From an optimization exercise on the open Yosys and OpenROAD flow, aimed at small area, a short achievable clock period and few clock cycles; shortcuts taken in it are not production practice.
The RTL was checked by simulation tests, not by an equivalence proof against the original design.
Power and IR drop assume default switching activity.

==> v36: inputs <==
Design ProcessingElement, start of the top module:
module ProcessingElement #(
    parameter int MaxFiltW = PECfg::DefMaxFiltW,
    parameter int MaxOutW  = PECfg::DefMaxOutW,
    parameter int MaxCh    = PECfg::DefMaxCh
) (
    input  logic                         i_clk,
    input  logic                         i_rstN,
    input  logic                         i_start,
    input  logic [$clog2(MaxFiltW+1)-1:0] i_filtW,
    input  logic [$clog2(MaxOutW+1)-1:0]  i_outW,
    input  logic [$clog2(MaxCh+1)-1:0]    i_numCh,
    input  logic                         i_ipixValid,
    input  PECfg::Pix                    i_ipix,
    input  logic                         i_wpixValid,
    input  PECfg::Pix                    i_wpix,
    output logic                         o_fwdValid,
    output PECfg::Pix                    o_fwdPix,
    output logic                         o_psumValid,
    output PECfg::Psum                   o_psum,
    output logic                         o_done
);
==> flow/config.mk <==
export PLATFORM = sky130hd
export DESIGN_NAME = ProcessingElement
export DESIGN_NICKNAME = ProcessingElement
export VERILOG_FILES = /design/flow/design.v
export SDC_FILE = /design/flow/constraint.sdc
export NUM_CORES = 4
export LEC_CHECK = 0
export CAP_MARGIN = 20
export CORE_MARGIN = 2
export CORE_UTILIZATION = 60
export SETUP_SLACK_MARGIN = 5.0
export SLEW_MARGIN = 20
==> flow/constraint.sdc <==
create_clock -name core_clock -period 8.0 [get_ports {i_clk}]
set_input_delay 1.6000 -clock core_clock [delete_from_list [all_inputs] [get_ports {i_clk}]]
set_output_delay 1.6000 -clock core_clock [all_outputs]
set_load 0.01 [all_outputs]
run.sh (not shown) runs the stock make flow with config.mk's settings and CLKGATE_MAP_FILE= SYNTH_SCRIPT=/design/flow/synth_recipe.tcl, a recipe that flattens the netlist after the stock synthesis.
==> v15 (differences from v36) <==
--- a/flow/design.v
+++ b/flow/design.v
@@ -26,19 +26,19 @@
     input  logic [7:0]  a0,
     input  logic [7:0]  b0,
     input  logic [7:0]  a1,
     input  logic [7:0]  b1,
     input  logic [7:0]  a2,
     input  logic [7:0]  b2,
     input  logic [7:0]  a3,
     input  logic [7:0]  b3,
-    input  logic [19:0] h,
-    output logic [19:0] o_rowA,
-    output logic [19:0] o_rowB
+    input  logic [18:0] h,
+    output logic [18:0] o_rowA,
+    output logic [18:0] o_rowB
 );
     logic pp_0_0_0;
     logic pp_0_0_1;
     logic pp_0_0_2;
     logic pp_0_0_3;
     logic pp_0_0_4;
     logic pp_0_0_5;
     logic pp_0_0_6;
@@ -614,17 +614,16 @@
     logic s515, c516;
     logic s517, c518;
     logic s519, c520;
     logic s521, c522;
     logic s523, c524;
     logic s525, c526;
     logic s527, c528;
     logic s529, c530;
-    logic s531, c532;
     logic r2_r1_s171;
     logic r2_h_0;
     logic r2_r1_s287;
     logic r2_h_1;
     logic r2_r1_s365;
     logic r2_h_2;
     logic r2_s499;
     logic r2_c500;
@@ -652,18 +651,16 @@
     logic r2_c522;
     logic r2_s523;
     logic r2_c524;
     logic r2_s525;
     logic r2_c526;
     logic r2_s527;
     logic r2_c528;
     logic r2_s529;
-    logic r2_c530;
-    logic r2_s531;
     assign pp_0_0_0 = a0[0] & b0[0];
     assign pp_0_0_1 = a0[0] & b0[1];
     assign pp_0_0_2 = a0[0] & b0[2];
     assign pp_0_0_3 = a0[0] & b0[3];
     assign pp_0_0_4 = a0[0] & b0[4];
     assign pp_0_0_5 = a0[0] & b0[5];
     assign pp_0_0_6 = a0[0] & b0[6];
     assign pp_0_0_7 = ~(a0[0] & b0[7]);
@@ -1440,18 +1437,16 @@
     assign s523 = c494 ^ s495 ^ h[15];
     assign c524 = (c494 & s495) | (h[15] & (c494 ^ s495));
     assign s525 = c496 ^ s497;
     assign c526 = c496 & s497;
     assign s527 = c498 ^ 1'b1 ^ h[17];
     assign c528 = (c498 & 1'b1) | (h[17] & (c498 ^ 1'b1));
     assign s529 = 1'b1 ^ h[18];
     assign c530 = 1'b1 & h[18];
-    assign s531 = 1'b1 ^ h[19];
-    assign c532 = 1'b1 & h[19];
     always_ff @(posedge i_clk) begin
         r1_s171 <= s171;
         r1_s287 <= s287;
         r1_s365 <= s365;
         r1_c366 <= c366;
         r1_s367 <= s367;
         r1_c368 <= c368;
         r1_s369 <= s369;
@@ -1543,21 +1538,19 @@
         r2_c522 <= c522;
         r2_s523 <= s523;
         r2_c524 <= c524;
         r2_s525 <= s525;
         r2_c526 <= c526;
         r2_s527 <= s527;
         r2_c528 <= c528;
         r2_s529 <= s529;
-        r2_c530 <= c530;
-        r2_s531 <= s531;
     end
-    assign o_rowA = {r2_c530, r2_c528, r2_c526, r2_c524, r2_c522, r2_c520, r2_c518, r2_c516, r2_c514, r2_c512, r2_c510, r2_c508, r2_c506, r2_c504, r2_c502, r2_c500, r2_s499, r2_r1_s365, r2_r1_s287, r2_r1_s171};
-    assign o_rowB = {r2_s531, r2_s529, r2_s527, r2_s525, r2_s523, r2_s521, r2_s519, r2_s517, r2_s515, r2_s513, r2_s511, r2_s509, r2_s507, r2_s505, r2_s503, r2_s501, 1'b0, r2_h_2, r2_h_1, r2_h_0};
+    assign o_rowA = {r2_c528, r2_c526, r2_c524, r2_c522, r2_c520, r2_c518, r2_c516, r2_c514, r2_c512, r2_c510, r2_c508, r2_c506, r2_c504, r2_c502, r2_c500, r2_s499, r2_r1_s365, r2_r1_s287, r2_r1_s171};
+    assign o_rowB = {r2_s529, r2_s527, r2_s525, r2_s523, r2_s521, r2_s519, r2_s517, r2_s515, r2_s513, r2_s511, r2_s509, r2_s507, r2_s505, r2_s503, r2_s501, 1'b0, r2_h_2, r2_h_1, r2_h_0};
 endmodule
 `timescale 1ns/1ps
 module ProcessingElement #(
     parameter int MaxFiltW = PECfg::DefMaxFiltW,
     parameter int MaxOutW  = PECfg::DefMaxOutW,
     parameter int MaxCh    = PECfg::DefMaxCh
 ) (
     input  logic                         i_clk,
@@ -1580,37 +1573,40 @@
     localparam int NPs  = 16;    
     logic [1:0] cC1, cF1;
     logic [3:0] cW1;
     logic [4:0] cR1;
     logic       run;             
     logic       pMore, wMore;    
     logic [4:0] pI;
     logic [1:0] pCh;
-    logic [1:0] wJ, wC;          
-    logic [2:0] wChDone;         
+    logic [1:0] wJ;              
+    logic [2:0] wC;              
     logic [6:0] skipCnt;         
     logic       fwdValid, pTake;
     logic [7:0] fwdPix;
     logic       fb, rep, repFin;
     logic [NPix*8-1:0] chain;
     logic [127:0] wslot;
     logic [4:0] eI;
     logic [1:0] eCh;
     logic [7:0]  twR [4];
     logic        v1, z1, l1, v2, z2, l2, aV, aLast;
-    logic [19:0] rowA, rowB, headNx;
-    logic [NPs*20-1:0] ring;
+    logic [18:0] rowA, rowB, headNx;
+    localparam int RW = 19;
+    logic [NPs*RW-1:0] ring;
+    logic [RW-1:0]     outSel;
     logic [4:0]  kFin, pend, dCnt, q;    
     logic        psumValid, dLastR, doneR;
     logic [19:0] outR;
     logic        drOK, drainNow, drRot, ringEn, engDone, finStep, lastDrain, ldNow;
     logic startNow, accP, accW, pRowEnd, pLastR, wLastR, pMoreN, wMoreN;
     logic [4:0] pI_n;
-    logic [1:0] pCh_n, wJ_n, wC_n;
+    logic [1:0] pCh_n, wJ_n;
+    logic [2:0] wC_n;
     assign startNow = i_start && !run;
     assign accP     = i_ipixValid && pMore;
     assign accW     = i_wpixValid && wMore;
     assign pRowEnd  = (pI == cR1);
     assign pMoreN   = pMore && !(accP && pLastR);
     assign wMoreN   = wMore && !(accW && wLastR);
     always_ff @(posedge i_clk) begin
         if (startNow) begin
@@ -1626,51 +1622,49 @@
         wJ_n  = wJ;
         wC_n  = wC;
         if (accP) begin
             pI_n  = pRowEnd ? 5'd0 : pI + 5'd1;
             pCh_n = pCh + 2'(pRowEnd);
         end
         if (accW) begin
             wJ_n = (wJ == 2'd0) ? cF1 : wJ - 2'd1;
-            wC_n = wC + 2'(wJ == 2'd0);
+            wC_n = wC + 3'(wJ == 2'd0);
         end
     end
     always_ff @(posedge i_clk) begin
         if (startNow) begin
             pI      <= '0;
             pCh     <= '0;
             wJ      <= 2'(i_filtW - 3'd1);
             wC      <= '0;
-            wChDone <= '0;
             pLastR  <= 1'b0;
             wLastR  <= (i_filtW == 3'd1) && (i_numCh == 3'd1);
         end else begin
             pI      <= pI_n;
             pCh     <= pCh_n;
             wJ      <= wJ_n;
             wC      <= wC_n;
-            wChDone <= wChDone + 3'(accW && wJ == 2'd0);
             pLastR  <= (pI_n == cR1) && (pCh_n == cC1);
-            wLastR  <= (wJ_n == 2'd0) && (wC_n == cC1);
+            wLastR  <= (wJ_n == 2'd0) && (wC_n == 3'(cC1));
         end
     end
     for (genvar k = 0; k < 16; k++) begin : g_wslot
         always_ff @(posedge i_clk) begin
-            if (accW && {wC, wJ} == 4'(k)) wslot[8*k +: 8] <= i_wpix;
+            if (accW && {wC[1:0], wJ} == 4'(k)) wslot[8*k +: 8] <= i_wpix;
         end
     end
     logic       ldDone, repRot, evX, winFull, wOK, stepReq, step, eRowEnd;
     logic [7:0] X;
     assign ldDone  = run && !pMore && !wMore;
     assign repRot  = rep && !repFin;
     assign evX     = rep ? (repRot && skipCnt == 7'd0) : pTake;
     assign X       = rep ? chain[7:0] : fwdPix;
     assign winFull = (eI >= 5'(cF1));
-    assign wOK     = (3'(eCh) < wChDone);
+    assign wOK     = (3'(eCh) < wC);
     assign stepReq = evX && winFull && (rep || !fb);
     assign step    = stepReq && (rep || wOK);
     assign eRowEnd = (eI == cR1);
     always_ff @(posedge i_clk) begin
         fwdPix <= i_ipix;
         if (!i_rstN) begin
             fwdValid <= 1'b0;
             pTake    <= 1'b0;
@@ -1749,69 +1743,76 @@
         .a2     (chain[73*8 +: 8]),
         .b2     (twR[2]),
         .a3     (chain[72*8 +: 8]),
         .b3     (twR[3]),
         .h      (headNx),
         .o_rowA (rowA),
         .o_rowB (rowB)
     );
-    logic [19:0] newv;
-    assign engDone  = (pend == 5'd0);
+    logic [RW-1:0] newv;
     assign drOK     = run && (kFin != 5'd0) && (q < 5'd6);
     assign ldNow    = (!pMore || (i_ipixValid && pLastR)) && (!wMore || (i_wpixValid && wLastR));
     assign drainNow = drOK && ldNow;
-    assign drRot    = drOK && ldDone && engDone;
+    assign drRot    = run && engDone;
     assign ringEn   = aV || drRot;
     assign finStep  = aV && aLast;
     assign lastDrain = drainNow && (dCnt == 5'(cW1));
-    assign headNx = (v2 && z2) ? 20'd0 : (ringEn ? ring[20 +: 20] : ring[0 +: 20]);
+    assign headNx = (v2 && z2) ? 19'd0 : (ringEn ? ring[RW +: RW] : ring[0 +: RW]);
     assign newv   = rowA + rowB;
     for (genvar k = 0; k < NPs; k++) begin : g_ring
-        if (k < 3) begin : g_lo
+        if (k < 2 || k == NPs - 2) begin : g_shift
             always_ff @(posedge i_clk) begin
-                if (ringEn) ring[20*k +: 20] <= ring[20*(k+1) +: 20];
+                if (ringEn) ring[RW*k +: RW] <= ring[RW*(k+1) +: RW];
             end
-        end else if (k == NPs - 1) begin : g_top
+        end else if (k == NPs - 1) begin : g_tail
             always_ff @(posedge i_clk) begin
-                if (ringEn) ring[20*k +: 20] <= newv;
+                if (ringEn) ring[RW*k +: RW] <= newv;
             end
         end else begin : g_mid
             always_ff @(posedge i_clk) begin
-                if (ringEn) ring[20*k +: 20] <= (cW1 <= 4'(k)) ? newv : ring[20*(k+1) +: 20];
+                if (ringEn) ring[RW*k +: RW] <= (cW1 <= 4'(k + 1)) ? ring[RW*(NPs-1) +: RW]
+                                                                  : ring[RW*(k+1) +: RW];
             end
         end
     end
     always_ff @(posedge i_clk) begin
         if (startNow) begin
+            engDone <= 1'b0;
             kFin <= '0;
             pend <= i_outW;
             dCnt <= '0;
             q    <= i_outW;
         end else if (ldDone && fb && !rep) begin
+            engDone <= 1'b0;
             kFin <= '0;
             pend <= 5'(cW1) + 5'd1;
             dCnt <= '0;
             q    <= 5'(cW1) + 5'd1;
         end else begin
             if (finStep) pend <= pend - 5'd1;
+            engDone <= (pend == 5'd0) || (finStep && pend == 5'd1);
             kFin <= drainNow ? kFin + 5'(finStep) - 5'd1 : kFin + 5'(finStep);
             dCnt <= drainNow ? dCnt + 5'd1 : dCnt;
             q    <= drainNow ? q - 5'(finStep || drRot) + 5'd1 : q - 5'(finStep || drRot);
         end
     end
-    always_ff @(posedge i_clk) begin
-        case (q[2:0])
-            3'd0:    outR <= ring[0*20 +: 20];
-            3'd1:    outR <= ring[1*20 +: 20];
-            3'd2:    outR <= ring[2*20 +: 20];
-            3'd3:    outR <= ring[3*20 +: 20];
-            3'd4:    outR <= ring[4*20 +: 20];
-            default: outR <= ring[5*20 +: 20];
+    always_comb begin
+        if (q == 5'(cW1)) outSel = ring[(NPs-1)*RW +: RW];
+        else case (q[2:0])
+            3'd0:    outSel = ring[0*RW +: RW];
+            3'd1:    outSel = ring[1*RW +: RW];
+            3'd2:    outSel = ring[2*RW +: RW];
+            3'd3:    outSel = ring[3*RW +: RW];
+            3'd4:    outSel = ring[4*RW +: RW];
+            default: outSel = ring[5*RW +: RW];
         endcase
+    end
+    always_ff @(posedge i_clk) begin
+        outR <= {outSel[RW-1] && outSel[RW-2:0] != '0, outSel};
         if (!i_rstN) begin
             psumValid <= 1'b0;
             dLastR    <= 1'b0;
             doneR     <= 1'b0;
         end else begin
             psumValid <= drainNow;
             dLastR    <= lastDrain;
             doneR     <= dLastR;
==> flow/flow/run.sh (new file) <==
#!/bin/bash
# The standard ORFS layout, except that the ports get a plain buffer
# (buf_2) instead of the delay cell buffer_ports picks by default.
set -euo pipefail
cd "$(dirname "$0")/.."
bash standard.sh "BUFFER_PORTS_ARGS=-buffer_cell sky130_fd_sc_hd__buf_2" finish > standard_flow.log 2>&1
==> flow/standard.sh (new file) <==
#!/bin/bash
# synth_recipe.tcl (not shown) runs the flow's synth.tcl, then flattens the netlist and writes it again
# the make line also repeats each setting of config.mk as NAME=value (left out here)
make -C /OpenROAD-flow-scripts/flow DESIGN_CONFIG=/design/flow/config.mk WORK_HOME=/design/flow/orfs CLKGATE_MAP_FILE= SYNTH_SCRIPT=/design/flow/synth_recipe.tcl "${@:-finish}"
removed: flow/run.sh
==> notes.md <==
metric	v36	v15
Result of the run	no timing/DRC/antenna violations	no timing/DRC/antenna violations
Met2 GRT Util	40.30%	36.38%
Combined area of the multi-input logic cells	15540 um2	14680 um2
Depth of the critical timing path with buffers and inverters included	11	7
Clock-pin slew reported for the worst setup and hold paths after clock tree synthesis	0.06 ns	0.07 ns
Number of antenna violations at the first check in global routing	2	0
Die Y-Extent	302.1 um	298.5 um
Post-layout minimum cycle time	3.344 ns	3.129 ns
Power per unit of standard cell area	239.3 nW/um2	243.2 nW/um2
Worst VDD drop	0.2046 mV	0.2139 mV
Number of levels the H-tree was split into	4	3
Setup WS pre-CTS	3.877 ns	4.286 ns
Clock distribution power	5.99 mW	5.90 mW
GRT met1 Usage	36.19%	33.92%
Tapcell count	1165	1155
Comb power frac	7.2%	6.5%
Routed wire length per instance	22.28 um	21.75 um
Number of cell instances on the worst register-to-register path	11	7
Inserted Clock Buffers	132	121
Final wirelength	112400 um	101200 um
Critical R2R Capture	mac0.r2_s509	outR[19]
Worst-case hold slack	0.3262 ns	0.3218 ns
Testbench counts of v36, summed over its fixed seeds: cycles 8,124.
Testbench counts of v15, summed over its fixed seeds: cycles 8,124.

afterwards: timing with drivers on the ports:
No port has a modelled driver above. Below, the same layouts with a new extraction and two added sets of constraints.
Step 1, drivers: a clkbuf_16 drives i_clk and a buf_2 each remaining input, both assumed.
Step 2 times the ports against the registers' clock, not the clock port: input delays grow and output delays shrink by t, the midpoint of the rising clock arrivals with the driver on.
Slacks: ideal ports / drivers / drivers and shift; pairs: ideal ports / drivers.
run	t, ns	slack for setup (ns)	latest minus earliest clock arrival (ns)	worst register clock-pin slew, ns	worst slew at a driven data input, ns
v36	0.792	4.656 / 4.656 / 4.290	0.025 / 0.025	0.07 / 0.07	0.11
v15	0.763	4.871 / 4.871 / 4.475	0.072 / 0.072	0.07 / 0.07	0.08
After both steps every run listed still meets setup and hold. The setup slack of v15, which loses most, moves by 0.000 ns with the drivers and by -0.396 ns with both steps.
